This is an optimization exercise on Yosys and OpenROAD, whose aim is small area and a short achievable clock period, not a production implementation.
Power figures rest on the tool's default switching activity, not on a simulated workload.

==> flow/design.v <==
package conv_pkg;
   localparam int LANE_W = 8;
   typedef enum logic [1:0] {
      IDLE  = 2'd0,
      RUN   = 2'd1,
      DRAIN = 2'd2
   } state_e;
   function automatic logic [31:0] ceil_div(input logic [31:0] num, input logic [31:0] den);
      ceil_div = (num + den - 32'd1) / den;
   endfunction
endpackage
module conv_out_fifo #(
   parameter int WIDTH = 65,
   parameter int DEPTH = 16,
   localparam int SD   = DEPTH - 1,
   localparam int CW   = $clog2(DEPTH) + 1
) (
   input  logic             clk,
   input  logic             reset,
   input  logic             push_i,      
   input  logic [WIDTH-1:0] wrData_i,
   input  logic             ready_i,     
   output logic [WIDTH-1:0] rdData_o,
   output logic             valid_o,     
   output logic             empty_d_o,   
   output logic             one_d_o,     
   output logic             full_d_o     
);
   logic [SD-1:0][WIDTH-1:0] mem_q;
   logic [WIDTH-1:0] head_q;
   logic             headTakesMem, headHold;
   logic [SD-1:0]    wrOH_q, rdOH_q, wrOH_d, we_q, hold_q;
   logic [CW-1:0]    count_q, count_d;
   logic             valid_q, one_q, notFull_q;
   logic             eq2, eq15;
   logic             pop;
   logic             headTakesIn;
   logic             empty_d, one_d, full_d;
   logic [WIDTH-1:0] memRd;
   assign pop  = ready_i && valid_q;
   assign eq2  = (count_q == CW'(2));
   assign eq15 = (count_q == CW'(DEPTH - 1));
   assign headTakesIn = !valid_q || (one_q && ready_i);
   always_comb begin
      case ({push_i, pop})
         2'b10:   count_d = count_q + CW'(1);
         2'b01:   count_d = count_q - CW'(1);
         default: count_d = count_q;
      endcase
   end
   assign empty_d = (!valid_q && !push_i) || (one_q && pop && !push_i);
   assign one_d   = (!valid_q && push_i) || (one_q && (push_i == pop)) ||
                    (eq2 && pop && !push_i);
   assign full_d  = (!notFull_q && !pop) || (eq15 && push_i && !pop);
   assign wrOH_d = (push_i && !headTakesIn) ? {wrOH_q[SD-2:0], wrOH_q[SD-1]} : wrOH_q;
   always_ff @(posedge clk or negedge reset) begin
      if (!reset) begin
         wrOH_q    <= SD'(1);
         we_q      <= SD'(1);
         hold_q    <= ~SD'(1);
         rdOH_q    <= SD'(1);
         count_q   <= '0;
         valid_q   <= 1'b0;
         one_q     <= 1'b0;
         notFull_q <= 1'b1;
      end else begin
         wrOH_q    <= wrOH_d;
         we_q      <= full_d ? '0 : wrOH_d;
         hold_q    <= full_d ? '1 : ~wrOH_d;
         if (pop && valid_q && !one_q) rdOH_q <= {rdOH_q[SD-2:0], rdOH_q[SD-1]};
         count_q   <= count_d;
         valid_q   <= !empty_d;
         one_q     <= one_d;
         notFull_q <= !full_d;
      end
   end
   always_comb begin
      memRd = '0;
      for (int i = 0; i < SD; i++) memRd = memRd | (mem_q[i] & {WIDTH{rdOH_q[i]}});
   end
   assign headTakesMem = !headTakesIn && ready_i;
   assign headHold     = !headTakesIn && !ready_i;
   always_ff @(posedge clk) begin
      for (int i = 0; i < SD; i++)
         mem_q[i] <= (mem_q[i] & {WIDTH{hold_q[i]}}) | (wrData_i & {WIDTH{we_q[i]}});
      head_q <= (head_q & {WIDTH{headHold}}) | (wrData_i & {WIDTH{headTakesIn}}) |
                (memRd & {WIDTH{headTakesMem}});
   end
   assign rdData_o  = head_q;
   assign valid_o   = valid_q;
   assign empty_d_o = empty_d;
   assign one_d_o   = one_d;
   assign full_d_o  = full_d;
endmodule
import conv_pkg::*;
module conv_output_stream #(
   parameter int LANES      = 8,
   parameter int DIM_W      = 16,
   parameter int FIFO_DEPTH = 16
) (
   input  logic                    clk,
   input  logic                    reset,
   input  logic                    start,
   input  logic [DIM_W-1:0]        In_Channel,
   input  logic [DIM_W-1:0]        Matrix_Col,
   input  logic [DIM_W-1:0]        Matrix_Row,
   input  logic [LANE_W*LANES-1:0] sData,
   input  logic                    sValid,
   output logic                    sReady,
   output logic [LANE_W*LANES-1:0] mData_payload,
   output logic                    mData_valid,
   input  logic                    mData_ready,
   output logic                    mData_last,
   output logic                    mData_rowEnd,
   output logic                    layer_done
);
   localparam int DATA_W = LANE_W * LANES;
   localparam int FIFO_W = DATA_W + 1;
   localparam int CNT_W  = $clog2(FIFO_DEPTH) + 1;
   localparam int LW     = $clog2(LANES);
   localparam int GRP_W  = DIM_W - LW;
   logic              idle_q, run_q, drain_q;
   logic              sReady_q, last_q, layerDone_q;
   logic [GRP_W-1:0]  grpCnt_q, grpInit_q;
   logic [LW-1:0]     rem_q;
   logic [DIM_W-1:0]  colCnt_q, colInit_q;
   logic [DIM_W-1:0]  rowCnt_q;
   logic              lastGroup_q, lastCol_q, lastRow_q;
   logic              grpOne_q, colOne_q;
   logic [LANES-1:0]  keep_q, keepLast_q;
   logic              accept;
   logic              runEnd;
   logic              dimZero;
   logic              take;
   logic              beatRowEnd;
   logic [DATA_W-1:0] beatData;
   logic              idle_d, run_d, drain_d;
   logic              lastGroup_d;
   logic              inGrpOne, inColOne, inRowOne;
   logic [LANES-1:0]  inKeepLast;
   logic              grpNextLast, colNextLast, rowNextLast;
   logic              fifoValid, fifoEmpty_d, fifoOne_d, fifoFull_d;
   logic [FIFO_W-1:0] fifoRdData;
   assign sReady     = sReady_q;
   assign accept     = sValid && sReady_q;
   assign beatRowEnd = lastGroup_q && lastCol_q;
   assign runEnd     = accept && lastGroup_q && lastCol_q && lastRow_q;
   assign dimZero    = (In_Channel == '0) || (Matrix_Col == '0) || (Matrix_Row == '0);
   assign take       = start && !dimZero;
   assign layer_done = layerDone_q;
   assign mData_last = last_q;
   assign idle_d  = idle_q ? !take : (drain_q && !fifoValid);
   assign run_d   = run_q ? !runEnd : (idle_q && take);
   assign drain_d = drain_q ? fifoValid : (run_q && runEnd);
   assign inGrpOne = (In_Channel[DIM_W-1:LW] == '0) || (In_Channel == DIM_W'(LANES));
   assign inColOne = (Matrix_Col == DIM_W'(1));
   assign inRowOne = (Matrix_Row == DIM_W'(1));
   always_comb begin
      for (int i = 0; i < LANES; i++)
         inKeepLast[i] = (In_Channel[LW-1:0] == '0) || (In_Channel[LW-1:0] > LW'(i));
   end
   assign grpNextLast = (rem_q == '0) ? (grpCnt_q == GRP_W'(2)) : (grpCnt_q == GRP_W'(1));
   assign colNextLast = (colCnt_q == DIM_W'(2));
   assign rowNextLast = (rowCnt_q == DIM_W'(2));
   assign lastGroup_d = lastGroup_q ? grpOne_q : grpNextLast;
   always_ff @(posedge clk or negedge reset) begin
      if (!reset) begin
         idle_q      <= 1'b1;
         run_q       <= 1'b0;
         drain_q     <= 1'b0;
         sReady_q    <= 1'b0;
         last_q      <= 1'b0;
         layerDone_q <= 1'b0;
      end else begin
         idle_q      <= idle_d;
         run_q       <= run_d;
         drain_q     <= drain_d;
         sReady_q    <= run_d && !fifoFull_d;
         last_q      <= drain_d && fifoOne_d;
         layerDone_q <= (idle_q && start && dimZero) || (drain_q && !fifoValid);
      end
   end
   always_ff @(posedge clk) begin
      if (idle_q) begin
         grpCnt_q    <= In_Channel[DIM_W-1:LW];
         grpInit_q   <= In_Channel[DIM_W-1:LW];
         rem_q       <= In_Channel[LW-1:0];
         colCnt_q    <= Matrix_Col;
         colInit_q   <= Matrix_Col;
         rowCnt_q    <= Matrix_Row;
         grpOne_q    <= inGrpOne;
         colOne_q    <= inColOne;
         lastGroup_q <= inGrpOne;
         lastCol_q   <= inColOne;
         lastRow_q   <= inRowOne;
         keepLast_q  <= inKeepLast;
         keep_q      <= inGrpOne ? inKeepLast : '1;
      end else if (accept) begin
         lastGroup_q <= lastGroup_d;
         keep_q      <= lastGroup_d ? keepLast_q : '1;
         if (!lastGroup_q) begin
            grpCnt_q <= grpCnt_q - GRP_W'(1);
         end else begin
            grpCnt_q <= grpInit_q;
            if (!lastCol_q) begin
               colCnt_q  <= colCnt_q - DIM_W'(1);
               lastCol_q <= colNextLast;
            end else begin
               colCnt_q  <= colInit_q;
               lastCol_q <= colOne_q;
               rowCnt_q  <= rowCnt_q - DIM_W'(1);
               lastRow_q <= rowNextLast;
            end
         end
      end
   end
   always_comb begin
      for (int i = 0; i < LANES; i++) begin
         beatData[i*LANE_W +: LANE_W] = keep_q[i] ? sData[i*LANE_W +: LANE_W] : '0;
      end
   end
   conv_out_fifo #(
      .WIDTH (FIFO_W),
      .DEPTH (FIFO_DEPTH)
   ) u_fifo (
      .clk       (clk),
      .reset     (reset),
      .push_i    (accept),
      .wrData_i  ({beatRowEnd, beatData}),
      .ready_i   (mData_ready),
      .rdData_o  (fifoRdData),
      .valid_o   (fifoValid),
      .empty_d_o (fifoEmpty_d),
      .one_d_o   (fifoOne_d),
      .full_d_o  (fifoFull_d)
   );
   assign mData_valid = fifoValid;
   assign {mData_rowEnd, mData_payload} = fifoRdData;
endmodule
Settings: LEC_CHECK=0, CAP_MARGIN=20, CORE_MARGIN=2, CORE_UTILIZATION=65, CTS_CLUSTER_DIAMETER=100, CTS_CLUSTER_SIZE=30, SETUP_SLACK_MARGIN=3.0, SLEW_MARGIN=20; clock period 5.0 ns.
standard.sh (not shown) runs the stock make flow with config.mk's settings and CLKGATE_MAP_FILE= SYNTH_SCRIPT=/design/flow/synth_recipe.tcl, a recipe that flattens the netlist after the stock synthesis.
==> flow/flow/run.sh <==
#!/bin/bash
# Standard ORFS layout, except that the port buffers are plain buf_2 cells instead
# of the delay cell buffer_ports picks by default.
set -euo pipefail
bash standard.sh synth > synth.log 2>&1
bash standard.sh "BUFFER_PORTS_ARGS=-buffer_cell sky130_fd_sc_hd__buf_2" finish > layout.log 2>&1
Rerun with:
--- a/flow/design.v
+++ b/flow/design.v
@@ -27,8 +27,7 @@
    output logic             full_d_o     
 );
-   logic [SD-1:0][WIDTH-1:0] mem_q;
+   logic [WIDTH-1:0] mem [SD];
    logic [WIDTH-1:0] head_q;
-   logic             headTakesMem, headHold;
-   logic [SD-1:0]    wrOH_q, rdOH_q, wrOH_d, we_q, hold_q;
+   logic [SD-1:0]    wrOH_q, rdOH_q, wrOH_d, we_q;
    logic [CW-1:0]    count_q, count_d;
    logic             valid_q, one_q, notFull_q;
@@ -58,5 +57,4 @@
          wrOH_q    <= SD'(1);
          we_q      <= SD'(1);
-         hold_q    <= ~SD'(1);
          rdOH_q    <= SD'(1);
          count_q   <= '0;
@@ -67,5 +65,4 @@
          wrOH_q    <= wrOH_d;
          we_q      <= full_d ? '0 : wrOH_d;
-         hold_q    <= full_d ? '1 : ~wrOH_d;
          if (pop && valid_q && !one_q) rdOH_q <= {rdOH_q[SD-2:0], rdOH_q[SD-1]};
          count_q   <= count_d;
@@ -77,13 +74,11 @@
    always_comb begin
       memRd = '0;
-      for (int i = 0; i < SD; i++) memRd = memRd | (mem_q[i] & {WIDTH{rdOH_q[i]}});
-   end
-   assign headTakesMem = !headTakesIn && ready_i;
-   assign headHold     = !headTakesIn && !ready_i;
+      for (int i = 0; i < SD; i++) memRd = memRd | (mem[i] & {WIDTH{rdOH_q[i]}});
+   end
    always_ff @(posedge clk) begin
       for (int i = 0; i < SD; i++)
-         mem_q[i] <= (mem_q[i] & {WIDTH{hold_q[i]}}) | (wrData_i & {WIDTH{we_q[i]}});
-      head_q <= (head_q & {WIDTH{headHold}}) | (wrData_i & {WIDTH{headTakesIn}}) |
-                (memRd & {WIDTH{headTakesMem}});
+         if (we_q[i]) mem[i] <= wrData_i;
+      if (headTakesIn)  head_q <= wrData_i;
+      else if (ready_i) head_q <= memRd;
    end
    assign rdData_o  = head_q;
What happened:
- global-route usage drops by 9.1 points
- synthesized cell count came out lower by a quarter to a third
- clock power decreases by a few percent
- non-clock buffer count fell by 16
- register-to-register slack improved by 0.04 ns
- synthesized area hardly moves
- cell count is lower by about a fifth
- die area hardly moves
- total power grows by a few percent
Function was not checked in any run of this note: the RTL went through the layout flow alone.

[port drivers added, routing unchanged]
The flow's constraints put no driver on any port. The routed layouts listed below were extracted and timed again, unchanged, in two steps. Step 1 (the two cells are an assumption about what drives the block):
set clk [get_ports {clk}]
set_driving_cell -lib_cell sky130_fd_sc_hd__clkbuf_16 $clk
set_driving_cell -lib_cell sky130_fd_sc_hd__buf_2 [delete_from_list [all_inputs] $clk]
Step 2 adds t to the input delays and takes it off the output delays; t is the mean of the earliest and latest rising clock arrival at the registers after step 1. Input paths then give back, and output paths get back, about the clock's delay inside the block. Three values: ideal, step 1, step 2; two values: the first two.
run | t, ns | slack for setup (ns) | hold WS [ns] | worst data-port slew with drivers (ns) | pins driven straight from the clock port
the first run | 0.722 | 2.752 / 2.679 / 2.054 | 0.453 / 0.441 / 0.497 | 0.10 | 1
the second run | 0.704 | 2.658 / 2.591 / 2.180 | 0.478 / 0.463 / 0.478 | 0.13 | 1
After both steps setup and hold are still met in every run listed. For the first run, which loses most, drivers alone change the setup slack by -0.073 ns; drivers and shift together by -0.698 ns.
